What follows belongs to an exercise in optimizing a design on an open flow for small area; a production flow would make more cautious choices. Function was checked by simulation only, so behaviour that the tests miss may differ from the original. No activity file was given, so power comes from the tool's default toggle rates.

### design/flow/run.sh
#!/bin/bash
# synth_recipe.tcl (not shown) runs the flow's synth.tcl, then flattens the netlist and writes it again
# the make line also repeats each setting of config.mk as NAME=value (left out here)
make -C /OpenROAD-flow-scripts/flow DESIGN_CONFIG=/design/flow/config.mk WORK_HOME=/design/flow/orfs CLKGATE_MAP_FILE= SYNTH_SCRIPT=/design/flow/synth_recipe.tcl finish
### design/flow/constraint.sdc
create_clock -name core_clock -period 5.5 [get_ports {clk}]
set_input_delay 1.1000 -clock core_clock [delete_from_list [all_inputs] [get_ports {clk}]]
set_output_delay 1.1000 -clock core_clock [all_outputs]
set_load 0.01 [all_outputs]
### design/flow/design.v
package alu_pkg;
    localparam int ALU_DATA_W = 32;
    localparam int ALU_REG_AW = 5;
    typedef enum logic [3:0] {
        OP_ADD   = 4'd0,
        OP_SUB   = 4'd1,
        OP_AND   = 4'd2,
        OP_OR    = 4'd3,
        OP_SLL   = 4'd4,
        OP_SRL   = 4'd5,
        OP_XNOR  = 4'd6,
        OP_EQ    = 4'd7,
        OP_LT    = 4'd8,
        OP_GT    = 4'd9,
        OP_XOR   = 4'd10,
        OP_SLLEQ = 4'd11,
        OP_BEQ8  = 4'd12,
        OP_RSB   = 4'd13,
        OP_NOT   = 4'd14
    } alu_op_e;
endpackage
module regfile_2r1w #(
    parameter int DATA_W = 32,
    parameter int AW     = 5
) (
    input  logic              clk,
    input  logic              rst_n,
    input  logic              we,
    input  logic [AW-1:0]     waddr,
    input  logic [DATA_W-1:0] wdata,
    input  logic [AW-1:0]     raddr_a,
    output logic [DATA_W-1:0] rdata_a,
    input  logic [AW-1:0]     raddr_b,
    output logic [DATA_W-1:0] rdata_b
);
    localparam int NREG = 1 << AW;
    logic [DATA_W-1:0] mem [NREG];
    always_ff @(posedge clk or negedge rst_n) begin
        if (!rst_n) begin
            for (int i = 0; i < NREG; i++) mem[i] <= '0;
        end else if (we && (waddr != '0)) begin
            mem[waddr] <= wdata;
        end
    end
    always_comb begin
        rdata_a = (raddr_a == '0) ? '0 : mem[raddr_a];
        rdata_b = (raddr_b == '0) ? '0 : mem[raddr_b];
    end
endmodule
module alu_operand_issue #(
    parameter int DATA_W = alu_pkg::ALU_DATA_W,
    parameter int REG_AW = alu_pkg::ALU_REG_AW
) (
    input  logic              clk,
    input  logic              rst_n,
    input  logic              in_valid,
    output logic              in_ready,
    input  logic [3:0]        in_op,
    input  logic [REG_AW-1:0] in_rs1,
    input  logic [REG_AW-1:0] in_rs2,
    input  logic [REG_AW-1:0] in_rd,
    input  logic              in_use_imm,
    input  logic [DATA_W-1:0] in_imm,
    input  logic [4:0]        in_shift,
    output logic              out_valid,
    input  logic              out_ready,
    output logic [DATA_W-1:0] out_a,
    output logic [DATA_W-1:0] out_b,
    output logic [3:0]        out_op,
    output logic [4:0]        out_shift,
    output logic [REG_AW-1:0] out_rd,
    input  logic              wb_en,
    input  logic [REG_AW-1:0] wb_addr,
    input  logic [DATA_W-1:0] wb_data
);
    localparam int NREG = 1 << REG_AW;
    logic [NREG-1:0]   pend;
    logic [NREG-1:0]   pend_next;
    logic [DATA_W-1:0] rf_a;
    logic [DATA_W-1:0] rf_b;
    logic [DATA_W-1:0] opnd_a;
    logic [DATA_W-1:0] opnd_b;
    logic              busy_rs1;
    logic              busy_rs2;
    logic              hazard;
    logic              issue;
    regfile_2r1w #(
        .DATA_W (DATA_W),
        .AW     (REG_AW)
    ) u_rf (
        .clk     (clk),
        .rst_n   (rst_n),
        .we      (wb_en),
        .waddr   (wb_addr),
        .wdata   (wb_data),
        .raddr_a (in_rs1),
        .rdata_a (rf_a),
        .raddr_b (in_rs2),
        .rdata_b (rf_b)
    );
    logic wb_hit_rs1;
    logic wb_hit_rs2;
    always_comb begin
        wb_hit_rs1 = wb_en && (wb_addr == in_rs1) && (in_rs1 != '0);
        wb_hit_rs2 = wb_en && (wb_addr == in_rs2) && (in_rs2 != '0);
        busy_rs1   = pend[in_rs1] && !wb_hit_rs1;
        busy_rs2   = pend[in_rs2] && !wb_hit_rs2;
        opnd_a     = wb_hit_rs1 ? wb_data : rf_a;
        opnd_b     = wb_hit_rs2 ? wb_data : rf_b;
    end
    always_comb begin
        hazard   = busy_rs1 || (!in_use_imm && busy_rs2) || pend[in_rd];
        in_ready = rst_n && (!out_valid || out_ready) && !hazard;
        issue    = in_valid && in_ready;
    end
    always_comb begin
        pend_next = pend;
        if (wb_en) pend_next[wb_addr] = 1'b0;
        if (issue) pend_next[in_rd] = 1'b1;
        pend_next[0] = 1'b0;
    end
    always_ff @(posedge clk or negedge rst_n) begin
        if (!rst_n) pend <= '0;
        else        pend <= pend_next;
    end
    always_ff @(posedge clk or negedge rst_n) begin
        if (!rst_n) begin
            out_valid <= 1'b0;
            out_a     <= '0;
            out_b     <= '0;
            out_op    <= '0;
            out_shift <= '0;
            out_rd    <= '0;
        end else if (issue) begin
            out_valid <= 1'b1;
            out_a     <= opnd_a;
            out_b     <= in_use_imm ? in_imm : opnd_b;
            out_op    <= in_op;
            out_shift <= in_shift;
            out_rd    <= in_rd;
        end else if (out_ready) begin
            out_valid <= 1'b0;
        end
    end
endmodule
### design/flow/config.mk
export PLATFORM = sky130hd
export DESIGN_NAME = alu_operand_issue
export DESIGN_NICKNAME = alu_operand_issue
export VERILOG_FILES = /design/flow/design.v
export SDC_FILE = /design/flow/constraint.sdc
export NUM_CORES = 4
export LEC_CHECK = 0
export CAP_MARGIN = 20
export CORE_MARGIN = 2
export CORE_UTILIZATION = 30
export SLEW_MARGIN = 20
==> summary.txt <==
==> flip-flops by register name (all words and copies together) (netlist names) <==
signal     count
u_rf.mem     992
pend          31
out_op         4
out_valid      1
out_shift      5
out_a         32
out_b         32
out_rd         5
==> power by group through the flow <==
stage | sequential [W] | combinational [W] | clock, W
after floorplan | 0.0109 | 0.00232 | 0
after global placement | 0.0114 | 0.00406 | 0
after detailed placement | 0.0115 | 0.00416 | 0
after CTS | 0.0113 | 0.00418 | 0.00882
after global routing | 0.0115 | 0.00448 | 0.00915
final | 0.0114 | 0.00426 | 0.00883
==> per-layer routing <==
metal	share of wire, %	GRT usage (%)	wire length (um)	vias to the layer above
li1	-	-	-	19100
met1	36	39.8	115000	26600
met2	39	43.0	123000	5233
met3	15	13.8	48300	1582
met4	8.8	22.3	27600	34
met5	0.077	0.199	241	-
==> layout make-up <==
cell class	instances	area share, %
Antenna cell	20	0.0743
Multi-Input combinational cell	3265	40.5
Sequential cell	1102	40.9
Timing Repair Buffer	541	7.62
Tap cell	2495	4.63
Clock buffer	156	5.00
Inverter	8	0.0446
Clock inverter	69	1.26
==> critical path: stages <==
cell and delay, ps:
clkdlybuf4s50_1 680, buf_4 310, mux4_2 520, a211oi_1 310, a2111oi_2 90, a211oi_4 310
buf_12 200, clkdlybuf4s50_1 570
==> per-stage QoR <==
step | power, W | utilization [%] | setup WS, ps | instances
final | 0.0245 | 35.9 | 266 | 7656
after global routing | 0.0252 | 35.9 | 137 | 7637
after CTS | 0.0243 | 35.9 | 254 | 7632
after detailed placement | 0.0156 | 33.6 | 267 | 7407
after global placement | 0.0155 | 33.6 | 214 | 7407
after floorplan | 0.0132 | - | 1470 | 4883
==> cells by family (layout without fill, tap and decap cells) <==
group	Yosys count	count (layout)	synth area share (%)
AO/OA/AOI/OAI	1140	1140	14.6
XOR/XNOR	16	16	0.248
adder cells (fa/ha/maj)	10	10	0.221
buffers and inverters	516	774	3.77
flip-flops	1102	1102	48.8
multiplexers	1140	1140	22.9
other	0	20	0
AND/OR/NAND/NOR	959	959	9.46
==> cells in the mapped netlist, types with 82 or more instances <==
cell and number:
a2111oi_0 82, buf_1 100, o21ai_0 111, nand3_1 137, mux2_2 1026, and3_1 240
nand4_1 141, a21oi_1 138, clkbuf_1 344, nand2_1 154, dfrtp_1 1102, a22oi_1 601
nor2_1 82
==> worst max path at each step <==
stage                    from        to  slack, ps  cells past startpoint
floorplan           in_rs1[0]  in_ready       1470                      7
global placement    in_rs1[0]  in_ready        210                      8
detailed placement  in_rs1[0]  in_ready        270                      8
CTS                 in_rs1[0]  in_ready        250                      8
global route        in_rs1[0]  in_ready        140                      8
finish              in_rs1[0]  in_ready        270                      8
==> flow_summary.toml <==
[floorplan]
floorplan.initialDensity_pct = 30.1
die_x_um = 438
dieArea_mm2 = 0.192
io_pins = 179
rows = 159
die_height_um = 438
core_mm2 = 0.188

[placed_design]
io_buffer_count = 178
placed_area_mm2 = 0.0631
hpwl_mm = 194
gp_congestion = 1.00

[power]
internal_power_w = 0.0170
ir_drop_mv = 0.241
p_switching_w = 0.00749
pwr-share-clk_pct = 36.0
swShare_pct = 30.5
p_comb_share_pct = 17.4
p_leak_nw = 29.7
p_per_area_mw_per_mm2 = 364
sequentialPowerShare_pct = 46.6

[sta]
finalCritPeriodShare_pct = 95.2
fin_crit_ps = 5230
finClkSkew_ps = 28.6
hold_ws_ps = 204
setup_tns_ps = 0
max_freq_ghz = 0.191
grt_setup_unrepaired = "false"
slew_headroom_pct = 6.99
drv_slew = 0
hold_viol = 0
worst_slew_pin_slew_ps = 1400
setup_violations = 0

[yosys]
ys_seq_elements = 1102
syn_inst = 4883
synth_flop_cell = "dfrtp_1"
yosysWarnings = 3
synthArstFlopShare_pct = 100
syn_avg_cell_area_um2 = 11.6
synth.area.top_cells = "dfrtp_1 (49%), mux2_2 (20%), a22oi_1 (8.0%), and3_1 (2.7%), clkbuf_1 (2.3%)"
synth-seq-area-share_pct = 48.8
synth_fp_nets = 4992
ys_types = 82
synth_top_area_share_pct = 48.8
syn-cell-area_mm2 = 0.0565
synth_area_leader_cell = "dfrtp_1"
synth_edf_count = 0

[drt]
totalWireLength_mm = 314
wire_per_inst_um = 41.0
drt-pass1-iter-count = 14
vias = 52600
antenna_left = 0
vias_per_cell = 6.87
remaining_drc_errors = 0
drt_iter0_drc = 10600

[cts]
cts_root_buf = "clkbuf_16"
cts.path.max_buffers = 3
numCtsBuffers = 120
cts.htree.levels = 3
path_clk_slew_ps = 60
cts_sinks = 1102
cts_setup_buffers = 0
ctsHoldBuffers = 0
cts_tree = "built"
ctsResizeCount = 0
worstSkewPairLatency_ps = 790

[cells_and_area]
syn_to_final_growth_pct = 19.2
drive_above_1_share_pct = 34.2
fin_nets = 5147
final_common_cell = "dfrtp_1"
layout_common_cells = "dfrtp_1 (1102), mux2_2 (1026), a22oi_1 (601)"
fillers = 18400
stdcell_area_mm2 = 0.0674
multi_input_area_mm2 = 0.0273
regArea_mm2 = 0.0276

[worst_setup_path]
startpoint_type = "input pin"
path_max_fanout = 14
worstSetupPathType = "in -> out"
ff2ff_path_depth = 10
rrSetupSlack_ps = 1990
cp.arrival_ps = 4130
r2r_start = "pend[18]"
r2r_end = "out_a[27]"
worstSetupEndpointType = "output pin"
cp.required_ps = 4400

[global_routing]
antenna_found_initial = 34
grt_pass1_vias = 49700
grt_max_degree = 181
overflow = 0
grtUsageTotal_pct = 31.6
grt_pass1_wl_mm = 425

[outcome]
status = "no timing/DRC/antenna violations"

[flow_run]
drv_cap = 0

[worst_hold_path]
hold_class = "in -> async"

## separate check: timing with driven ports
No port has a modelled driver above. Below, the same layout with a new extraction and two added sets of constraints.
Step 1 (the two cells are an assumption about what drives the block):
set clk [get_ports {clk}]
set_driving_cell -lib_cell sky130_fd_sc_hd__clkbuf_16 $clk
set_driving_cell -lib_cell sky130_fd_sc_hd__buf_2 [delete_from_list [all_inputs] $clk]
Step 2 times the ports against the registers' clock, not the clock port: input delays grow and output delays shrink by t, the midpoint of the rising clock arrivals with the driver on.
Slacks: ideal ports / drivers / drivers and shift; pairs: ideal ports / drivers.
t (ns): 0.861
setup WS [ns]: 0.266 / 0.238 / 0.238
clock arrival spread, ns: 0.032 / 0.033
slew at the worst register clock pin (ns): 0.07 / 0.07
After both steps setup and hold are still met in this run. The setup slack of this run moves by -0.028 ns with the drivers and by -0.028 ns with both steps.
